This is an optimization exercise on Yosys and OpenROAD, whose aim is small area, not a production implementation.
In this exercise RTL edits were held to simulation tests only and were not proved equivalent to the original.

==> job 2355 <==
// dot_product_top
module dot_product_top (
    input  logic        clk,
    input  logic        reset,
    input  logic        up_valid,
    input  logic        up_last,
    input  logic [63:0] up_data,
    input  logic [63:0] up_weight,
    output logic        dn_valid,
    output logic [15:0] dn_data
);
Settings: LEC_CHECK=0, ABC_AREA=1, CAP_MARGIN=20, CORE_MARGIN=2, CORE_UTILIZATION=60, CTS_BUF_LIST=sky130_fd_sc_hd__clkbuf_8, GPL_TIMING_DRIVEN=0, SETUP_SLACK_MARGIN=0.05, SLEW_MARGIN=20, SYNTH_HIERARCHICAL=1, SYNTH_MINIMUM_KEEP_SIZE=0; clock period 6.0 ns.
standard.sh (not shown) runs the stock make flow with config.mk's settings and CLKGATE_MAP_FILE= SYNTH_SCRIPT=/design/flow/synth_recipe.tcl, a recipe that flattens the netlist after the stock synthesis.
==> flow/flow/run.sh <==
#!/bin/bash
# The standard layout with these changes: synthesis as standard, then every
# combinational cell set to its smallest size (the placer's and router's
# repair steps size up what timing needs); the buffers synthesis inserted are
# removed at floorplan; the port buffers are the smallest plain buffer; and
# non-critical gates are downsized after global routing.
set -euo pipefail
export BUFFER_PORTS_ARGS="-buffer_cell sky130_fd_sc_hd__buf_1"
export REMOVE_ABC_BUFFERS=1
export RECOVER_POWER=100
bash standard.sh synth > synth.log 2>&1
SYNTH_ODB=orfs/results/$FLOW_PLATFORM/dot_product_top/base/1_synth.odb openroad -no_init -exit flow/downsize.tcl > downsize.log 2>&1
bash standard.sh > standard.log 2>&1
==> flow/flow/downsize.tcl <==
# Set every combinational cell of the synthesized netlist to its smallest
# drive strength; the layout's own repair steps size up what timing needs.
set odb $::env(SYNTH_ODB)
read_db $odb
set db [ord::get_db]
set block [ord::get_db_block]
set n 0
foreach inst [$block getInsts] {
  set m [[$inst getMaster] getName]
  if { ![regexp {^(sky130_fd_sc_hd__)([a-z0-9]+)_([0-9]+)$} $m -> pfx base drive] } { continue }
  if { [regexp {^(df|edf|sdf|dl|conb|tap|fill|decap|clk)} $base] } { continue }
  if { $drive <= 1 } { continue }
  foreach d {1 0} {
    set t [$db findMaster "${pfx}${base}_${d}"]
    if { $t != "NULL" } {
      $inst swapMaster $t
      incr n
      break
    }
  }
}
puts "downsized $n instances"
write_db $odb
==> inputs of job 4911, as changes to job 2355 <==
==> flow/flow/run.sh (replaced) <==
#!/bin/bash
# The standard layout with three changes: the port buffers are the smallest
# plain buffer, the buffers that synthesis inserted are removed at floorplan
# (the placer's repair inserts what timing and slew need), and non-critical
# gates are downsized after global routing.
set -euo pipefail
export BUFFER_PORTS_ARGS="-buffer_cell sky130_fd_sc_hd__buf_1"
export REMOVE_ABC_BUFFERS=1
export RECOVER_POWER=100
bash standard.sh > standard.log 2>&1
SETUP_SLACK_MARGIN = default   (was 0.05)
removed: flow/flow/downsize.tcl
==> inputs of job 8020, as changes to job 2355 <==
==> flow/flow/run.sh (replaced) <==
#!/bin/bash
# The standard layout with three changes: the port buffers are the smallest
# plain buffer, the buffers that synthesis inserted are removed at floorplan
# (the placer's repair inserts what timing and slew need), and non-critical
# gates are downsized after global routing.
set -euo pipefail
export BUFFER_PORTS_ARGS="-buffer_cell sky130_fd_sc_hd__buf_1"
export REMOVE_ABC_BUFFERS=1
export RECOVER_POWER=100
bash standard.sh > standard.log 2>&1
CORE_UTILIZATION = 40   (was 60)
CTS_BUF_LIST = default   (was sky130_fd_sc_hd__clkbuf_8)
SETUP_SLACK_MARGIN = default   (was 0.05)
removed: flow/flow/downsize.tcl
==> inputs of job 9619, as changes to job 2355 <==
CORE_UTILIZATION = 40   (was 60)
CTS_BUF_LIST = default   (was sky130_fd_sc_hd__clkbuf_8)
SETUP_SLACK_MARGIN = 0.1   (was 0.05)
==> qor summary <==
metric	job 8020	job 9619	job 4911	job 2355
Number of global-route vias before repair	17000	17100	16800	16900
Required arrival time at the worst endpoint	6.20 ns	6.24 ns	6.19 ns	6.22 ns
Met3 routed wirelength	4600 um	5340 um	6420 um	7360 um
Number of vias per cell after detailed routing	5.85	6.03	6.49	6.49
Multiplexer share of the synthesized area	0	-	0	-
Run status	no timing/DRC/antenna violations	no timing/DRC/antenna violations	no timing/DRC/antenna violations	no timing/DRC/antenna violations
Pre-CTS setup slack	-0.793 ns	-1.12 ns	-0.809 ns	-0.904 ns
Final clock skew	0.00681 ns	0.00591 ns	0.00871 ns	0.00881 ns
Flop2flop setup slack	0.48 ns	0.39 ns	0.48 ns	0.50 ns
Met1 wire length	30800 um	29900 um	28300 um	25300 um
Share of the clock period used by the worst path	0.987	0.982	0.977	0.981
Die outline height	237 um	229 um	194 um	188 um
Most instantiated library cell after synthesis	sky130_fd_sc_hd__xor2_1	-	sky130_fd_sc_hd__xor2_1	-
Met3 Use GR	0.0332	0.0289	0.0526	0.100
Core box area	0.0538 mm^2	0.0502 mm^2	0.0357 mm^2	0.0334 mm^2
Flip-flop cell with the highest count after synthesis	sky130_fd_sc_hd__dfxtp_1	-	sky130_fd_sc_hd__dfxtp_1	-
Fraction of layout cells with a size suffix above 1	0.108	0.0478	0.109	0.0350
Mean instance size in the synthesized netlist	10.2 um^2	9.58 um^2	10.2 um^2	9.58 um^2
Cell at the slowest stage of the critical path	sky130_fd_sc_hd__fa_1	sky130_fd_sc_hd__fa_1	sky130_fd_sc_hd__buf_2	sky130_fd_sc_hd__fa_1
Shortest clock period the worst path allows after layout	5.92 ns	5.89 ns	5.86 ns	5.89 ns
Combined buffer and inverter count along the critical path	1	1	1	2
Adder-cell share of the synthesized area	0.428	-	0.428	-

[separate check: timing with driven ports]
No port has a modelled driver above. Below, the same layouts with a new extraction and two added sets of constraints.
Step 1, drivers: a clkbuf_16 drives clk and a buf_2 each remaining input, both assumed.
Step 2 also shifts input and output timing later by t, the mid clock arrival at the registers, as if the neighbouring blocks saw the same clock.
a / b / c = no drivers / after step 1 / after step 2; a / b = the first two.
run | shift t [ns] | setup WS [ns] | hold slack, ns | worst setup path after step 2
job 2355 | 0.383 | 0.114 / 0.123 / -0.259 | 0.444 / 0.444 / 0.444 | input to register
job 4911 | 0.379 | 0.138 / 0.153 / -0.226 | 0.442 / 0.442 / 0.442 | input to register
job 8020 | 0.369 | 0.077 / 0.089 / -0.280 | 0.428 / 0.428 / 0.428 | input to register
job 9619 | 0.365 | 0.106 / 0.115 / -0.251 | 0.429 / 0.429 / 0.429 | input to register
Met with ideal ports but missed after step 2: setup timing in every run listed. For job 2355, which loses most, drivers alone change the setup slack by +0.009 ns; drivers and shift together by -0.373 ns.
